From an optimization exercise on the open Yosys and OpenROAD flow, aimed at small area, a short achievable clock period and few clock cycles per item; shortcuts taken in it are not production practice.
The RTL was checked by simulation tests, not by an equivalence proof against the original design.

==> flow/design.v (excerpt) <==
module sparse_dot_top #(
    parameter int MAX_ROWS = sparse_pkg::MAX_DIM,
    parameter int MAX_COLS = sparse_pkg::MAX_DIM
) (
    input  logic                                  clk,
    input  logic                                  rst,
    input  logic                                  load_en,
    input  sparse_pkg::bank_e                     load_bank,
    input  logic [sparse_pkg::INDEX_W-1:0]        load_index,
    input  sparse_pkg::word_t                     load_data,
    input  logic                                  start,
    input  logic [sparse_pkg::DIM_W-1:0]          num_rows,
    input  logic [sparse_pkg::DIM_W-1:0]          num_cols,
    input  logic [sparse_pkg::LANES*MAX_ROWS-1:0] bitmap_a,
    input  logic [sparse_pkg::LANES*MAX_COLS-1:0] bitmap_b,
    output logic                                  busy,
    output logic                                  done,
    output logic                                  result_valid,
    output logic [sparse_pkg::DIM_W-1:0]          result_row,
    output logic [sparse_pkg::DIM_W-1:0]          result_col,
    output sparse_pkg::acc_t                      result_value
);
    logic              issue;
    logic              issue_last;
    logic [1:0]        pair_mask;
    logic [2:0]        row;
    logic [2:0]        col;
    logic [2:0]        ka0;
  ...
For scale: ~800 flip-flops, roughly 0.041 mm2 of cells after synthesis.
export LEC_CHECK = 0
export ABC_CLOCK_PERIOD_IN_PS = 3000
export CAP_MARGIN = 20
export CORE_MARGIN = 2
export CORE_UTILIZATION = 60
export CTS_CLUSTER_DIAMETER = 80
export CTS_CLUSTER_SIZE = 30
export SLEW_MARGIN = 20
create_clock -name core_clock -period 10.0 [get_ports {clk}]
standard.sh (not shown) runs the stock make flow with config.mk's settings and CLKGATE_MAP_FILE= SYNTH_SCRIPT=/design/flow/synth_recipe.tcl, a recipe that flattens the netlist after the stock synthesis.
==> flow/flow/run.sh <==
#!/bin/bash
# The standard layout, with timing repair aiming below the design's clock
# period (the SDC is unchanged; only the repair margin is raised). Extra make
# variables, one per line, come from flow/args.txt.
set -euo pipefail
mapfile -t ARGS < flow/args.txt
bash standard.sh "${ARGS[@]}" finish > standard_finish.log 2>&1
==> flow/flow/args.txt <==
SETUP_SLACK_MARGIN=6.6
BUFFER_PORTS_ARGS=-buffer_cell sky130_fd_sc_hd__buf_2
The starting point passed the timing, DRC and antenna checks.
Testbench counts at the start, summed over its fixed seeds: cycles 10,520, items 9,944.
Then changed:
- CORE_UTILIZATION: 60 -> 70
Outcome: Worst hold slack got worse by 0.016 ns; die area drops by 14%; via count grows by 2.0%.
Then changed:
==> flow/flow/args.txt (replaced) <==
SETUP_SLACK_MARGIN=6.7
BUFFER_PORTS_ARGS=-buffer_cell sky130_fd_sc_hd__buf_2
- CORE_UTILIZATION: 70 -> 60
- CTS_CLUSTER_DIAMETER: 80 -> 70
- CTS_CLUSTER_SIZE: 30 -> 35
Outcome: The new run produced a clean layout. Via count shrinks by 1.9%. Routed wire length grows by 1.9%. Clock skew grows by 0.020 ns. Non-clock buffer count shrinks by 8. Die area grows by 16%.


Setup of build 82:
Starting RTL as in the previous note.
export LEC_CHECK = 0
export ABC_CLOCK_PERIOD_IN_PS = 3000
export CAP_MARGIN = 20
export CORE_MARGIN = 2
export CORE_UTILIZATION = 60
export SLEW_MARGIN = 20
create_clock -name core_clock -period 10.0 [get_ports {clk}]
==> flow/flow/args.txt <==
SETUP_SLACK_MARGIN=6.8
Scripts as last shown in full above: flow/flow/run.sh
Testbench counts of build 82, summed over its fixed seeds: cycles 10,520, items 9,944.
Modified inputs, build 76 compared to build 82
- CTS_CLUSTER_DIAMETER now 80, previously not set
- CTS_CLUSTER_SIZE now 30, previously not set
==> flow/flow/args.txt <==
SETUP_SLACK_MARGIN=6.65
BUFFER_PORTS_ARGS=-buffer_cell sky130_fd_sc_hd__buf_2
## What came out
On final standard cell count with taps included and fillers excluded: between build 82 and build 76, it ends up higher for build 82.
~same top achievable clock speed in build 82 and build 76
Going from build 82 to build 76, the first-pass GRT wire length was found to have gone down by about 3.6%.
Compared with build 82, build 76 shows a lower global-route met3 utilization.
Count of non-CTS buffers in the layout was higher in the run labelled build 82.
Between build 82 and build 76, the difference in post-route fraction of the period consumed by the critical path is negligible.
As of build 76, total clock buffers created by CTS had fallen by more than half compared to build 82.
The worst setup slack of build 76 falls short of that of build 82 by 0.0078 ns.
Build 76 ends up with lower placer congestion estimate than build 82 does.
Between build 82 and build 76, count of clock-buffer cells in the layout decreased.
## Diff of input files: build 54 against build 76
==> flow/flow/args.txt <==
SETUP_SLACK_MARGIN=6.7
BUFFER_PORTS_ARGS=-buffer_cell sky130_fd_sc_hd__buf_2
Notes after the runs:
In build 54 the number of non-filler instances in the completed layout turned out 27 higher than in build 76.
The run showing the smaller met1 wire length is build 76.
Compared with build 76, build 54 shows a sequential share of layout area that is 0.56 points lower.
On worst hold slack, build 54 tracks build 76 almost exactly.
Build 76 → build 54: worst-case setup margin in the final layout has increased.
On final critical-path required period: between build 76 and build 54, it ends up higher for build 76.
Relative to build 76, the final cell area reported for build 54 is higher.
For build 75, these inputs were changed with respect to build 54:
- removing CTS_CLUSTER_DIAMETER (formerly 80)
- removing CTS_CLUSTER_SIZE (formerly 30)
==> flow/flow/args.txt <==
SETUP_SLACK_MARGIN=6.6
--- outcome ---
Build 75 can be clocked slower than build 54.
Build 75 ended up with cs_p1_s[6]$_DFF_P_ as its worst setup path startpoint; build 54 ended up with cs_p0_s[4]$_DFF_P_.
Delta (build 75 minus build 54): clock input transition at the sequential cells of the worst setup and hold paths now sits lower, non-clock buffer contribution to total cell area now sits higher, cell area reported after detailed placement now sits higher, critical path depth now sits lower.
Compare build 75 and build 54 | hold slack higher: build 54
Setup changes, build 75 to build 53
- CTS_CLUSTER_SIZE now 30, previously not set
- CTS_CLUSTER_DIAMETER now 80, previously not set
==> flow/flow/args.txt <==
SETUP_SLACK_MARGIN=6.5
BUFFER_PORTS_ARGS=-buffer_cell sky130_fd_sc_hd__buf_2
[summary]
Measured against each other, build 53 and build 75 differ in total global routing track utilization, the lower figure coming from build 53. The number of instances resized during post-cts repair of build 53 falls short of that of build 75 by about 50%. Max-slew headroom at the worst pin in build 53 is 2.4 points above build 75. Worst endpoint required time in build 53 is 0.27 ns lower than in build 75. Changes observed in build 53 relative to build 75: multi-input combinational area share higher, minimum period implied by the final worst setup slack now larger, synthesis-to-layout area growth dropped 7.3 points, count of clock-net buffers in the final layout saw a decrease, detailed route wirelength on metal3 has decreased. A worst setup path startpoint of load_index[3] is what build 53 shows, while cs_p1_s[6]$_DFF_P_ belongs to build 75.


sparse_dot_top again, from the RTL that the note above started with.
Settings: LEC_CHECK=0, ABC_CLOCK_PERIOD_IN_PS=3000, CAP_MARGIN=20, CORE_MARGIN=2, CORE_UTILIZATION=60, CTS_CLUSTER_DIAMETER=80, CTS_CLUSTER_SIZE=30, PLACE_DENSITY=0.75, SLEW_MARGIN=20; clock period 10.0 ns.
==> flow/flow/args.txt <==
SETUP_SLACK_MARGIN=6.7
BUFFER_PORTS_ARGS=-buffer_cell sky130_fd_sc_hd__buf_2
Scripts as last shown in full above: flow/flow/run.sh
The first run went through all stages and came out clean.
Testbench counts at the start, summed over its fixed seeds: cycles 10,520, items 9,944.
Rerun with:
GPL_TIMING_DRIVEN = 1   (was unset)
PLACE_DENSITY = unset   (was 0.75)
Result: The changed run completed with no timing, DRC or antenna violations; maximum frequency went up by 0.97%; clock skew went up by 21 ps; first-iteration DRC count came out lower by 7.3%; synthesized cell count does not change; hold slack stays flat; wire length grows by 3.0%; clock-buffer cell count increases by 5; worst setup slack is better by 32 ps; via count went down by 1.6%.
Rerun with:
GPL_TIMING_DRIVEN = unset   (was 1)
PLACE_DENSITY = 0.5   (was unset)
First-iteration DRC count does not change. Area after synthesis does not change. Global-route usage stays the same. Wire length does not change. Register-to-register slack hardly moves. Critical path depth stays the same. Setup slack stays the same. Final cell count is unchanged. Worst hold slack does not change.
Rerun with:
CTS_CLUSTER_SIZE = 25   (was 30)
PLACE_DENSITY = unset   (was 0.5)
Effect: Non-clock buffer count fell by 8. Routed wire length is about the same. Area after synthesis is unchanged. Register-to-register slack is about the same. Synthesized cell count is unchanged. Global-route usage hardly moves.


== v6 ==
sparse_dot_top again, from the RTL that the note above started with.
==> flow/config.mk <==
export PLATFORM = sky130hd
export DESIGN_NAME = sparse_dot_top
export DESIGN_NICKNAME = sparse_dot_top
export VERILOG_FILES = /design/flow/design.v
export SDC_FILE = /design/flow/constraint.sdc
export NUM_CORES = 4
export LEC_CHECK = 0
export ABC_CLOCK_PERIOD_IN_PS = 3000
export CAP_MARGIN = 20
export CORE_MARGIN = 2
export CORE_UTILIZATION = 60
export CTS_CLUSTER_DIAMETER = 80
export CTS_CLUSTER_SIZE = 30
export SLEW_MARGIN = 20
==> flow/constraint.sdc <==
create_clock -name core_clock -period 10.0 [get_ports {clk}]
set_input_delay 2.0000 -clock core_clock [delete_from_list [all_inputs] [get_ports {clk}]]
set_output_delay 2.0000 -clock core_clock [all_outputs]
set_load 0.01 [all_outputs]
==> flow/flow/args.txt <==
SETUP_SLACK_MARGIN=6.75
BUFFER_PORTS_ARGS=-buffer_cell sky130_fd_sc_hd__buf_2
Scripts as last shown in full above: flow/flow/run.sh
v6: done, clean on timing, DRC and antenna
Testbench counts of v6, summed over its fixed seeds: cycles 10,520, items 9,944.
#### Input delta (v7 over v6)
Settings: CAP_MARGIN changed from 20 to 5; SLEW_MARGIN changed from 20 to 5.
-- flow/flow/args.txt --
<<< v6, line 1
SETUP_SLACK_MARGIN=6.75
>>> v7, line 1
SETUP_SLACK_MARGIN=6.7
In summary, v7 completed successfully, with a layout that passed the timing, DRC and antenna checks. Summary of v7 over v6: signed area change from the synthesized netlist to the final layout now smaller, post-route cell area went down about 1.2%, number of clock buffers inserted by TritonCTS lost 4.9%.

-- port drivers added, routing unchanged --
How much do the figures lean on ideal ports? The routed layouts below were timed once more, with nothing changed but the port constraints.
Step 1, drivers: a clkbuf_16 drives clk and a buf_2 each remaining input, both assumed.
Step 2, shift: input delay + t, output delay - t, t = (earliest + latest rising clock arrival at the registers) / 2. This alone moves slack from input paths to output paths.
Slacks: ideal ports / drivers / drivers and shift; pairs: ideal ports / drivers.
run | t (ns) | setup slack, ns | hold slack, ns
the first run of note 1 | 0.671 | 6.628 / 6.628 / 6.065 | 0.333 / 0.333 / 0.333
the second run of note 1 | 0.663 | 6.633 / 6.633 / 6.016 | 0.318 / 0.318 / 0.318
the third run of note 1 | 0.672 | 6.660 / 6.660 / 6.117 | 0.336 / 0.336 / 0.336
build 82 | 0.708 | 6.615 / 6.615 / 6.120 | 0.305 / 0.305 / 0.305
build 76 | 0.680 | 6.607 / 6.607 / 6.086 | 0.337 / 0.337 / 0.337
build 54 | 0.661 | 6.685 / 6.685 / 6.108 | 0.334 / 0.334 / 0.334
build 75 | 0.710 | 6.655 / 6.636 / 5.986 | 0.324 / 0.324 / 0.324
build 53 | 0.674 | 6.396 / 6.438 / 5.764 | 0.332 / 0.332 / 0.332
the first run of note 3 | 0.686 | 6.653 / 6.653 / 6.110 | 0.335 / 0.335 / 0.335
the second run of note 3 | 0.661 | 6.685 / 6.685 / 6.108 | 0.334 / 0.334 / 0.334
the third run of note 3 | 0.661 | 6.685 / 6.685 / 6.108 | 0.334 / 0.334 / 0.334
the fourth run of note 3 | 0.674 | 6.697 / 6.697 / 6.116 | 0.327 / 0.327 / 0.327
v6 | 0.677 | 6.610 / 6.610 / 6.208 | 0.329 / 0.329 / 0.329
v7 | 0.671 | 6.646 / 6.646 / 6.111 | 0.335 / 0.335 / 0.335
After both steps every run listed still meets setup and hold. The setup slack of build 75, which loses most, moves by -0.019 ns with the drivers and by -0.669 ns with both steps.
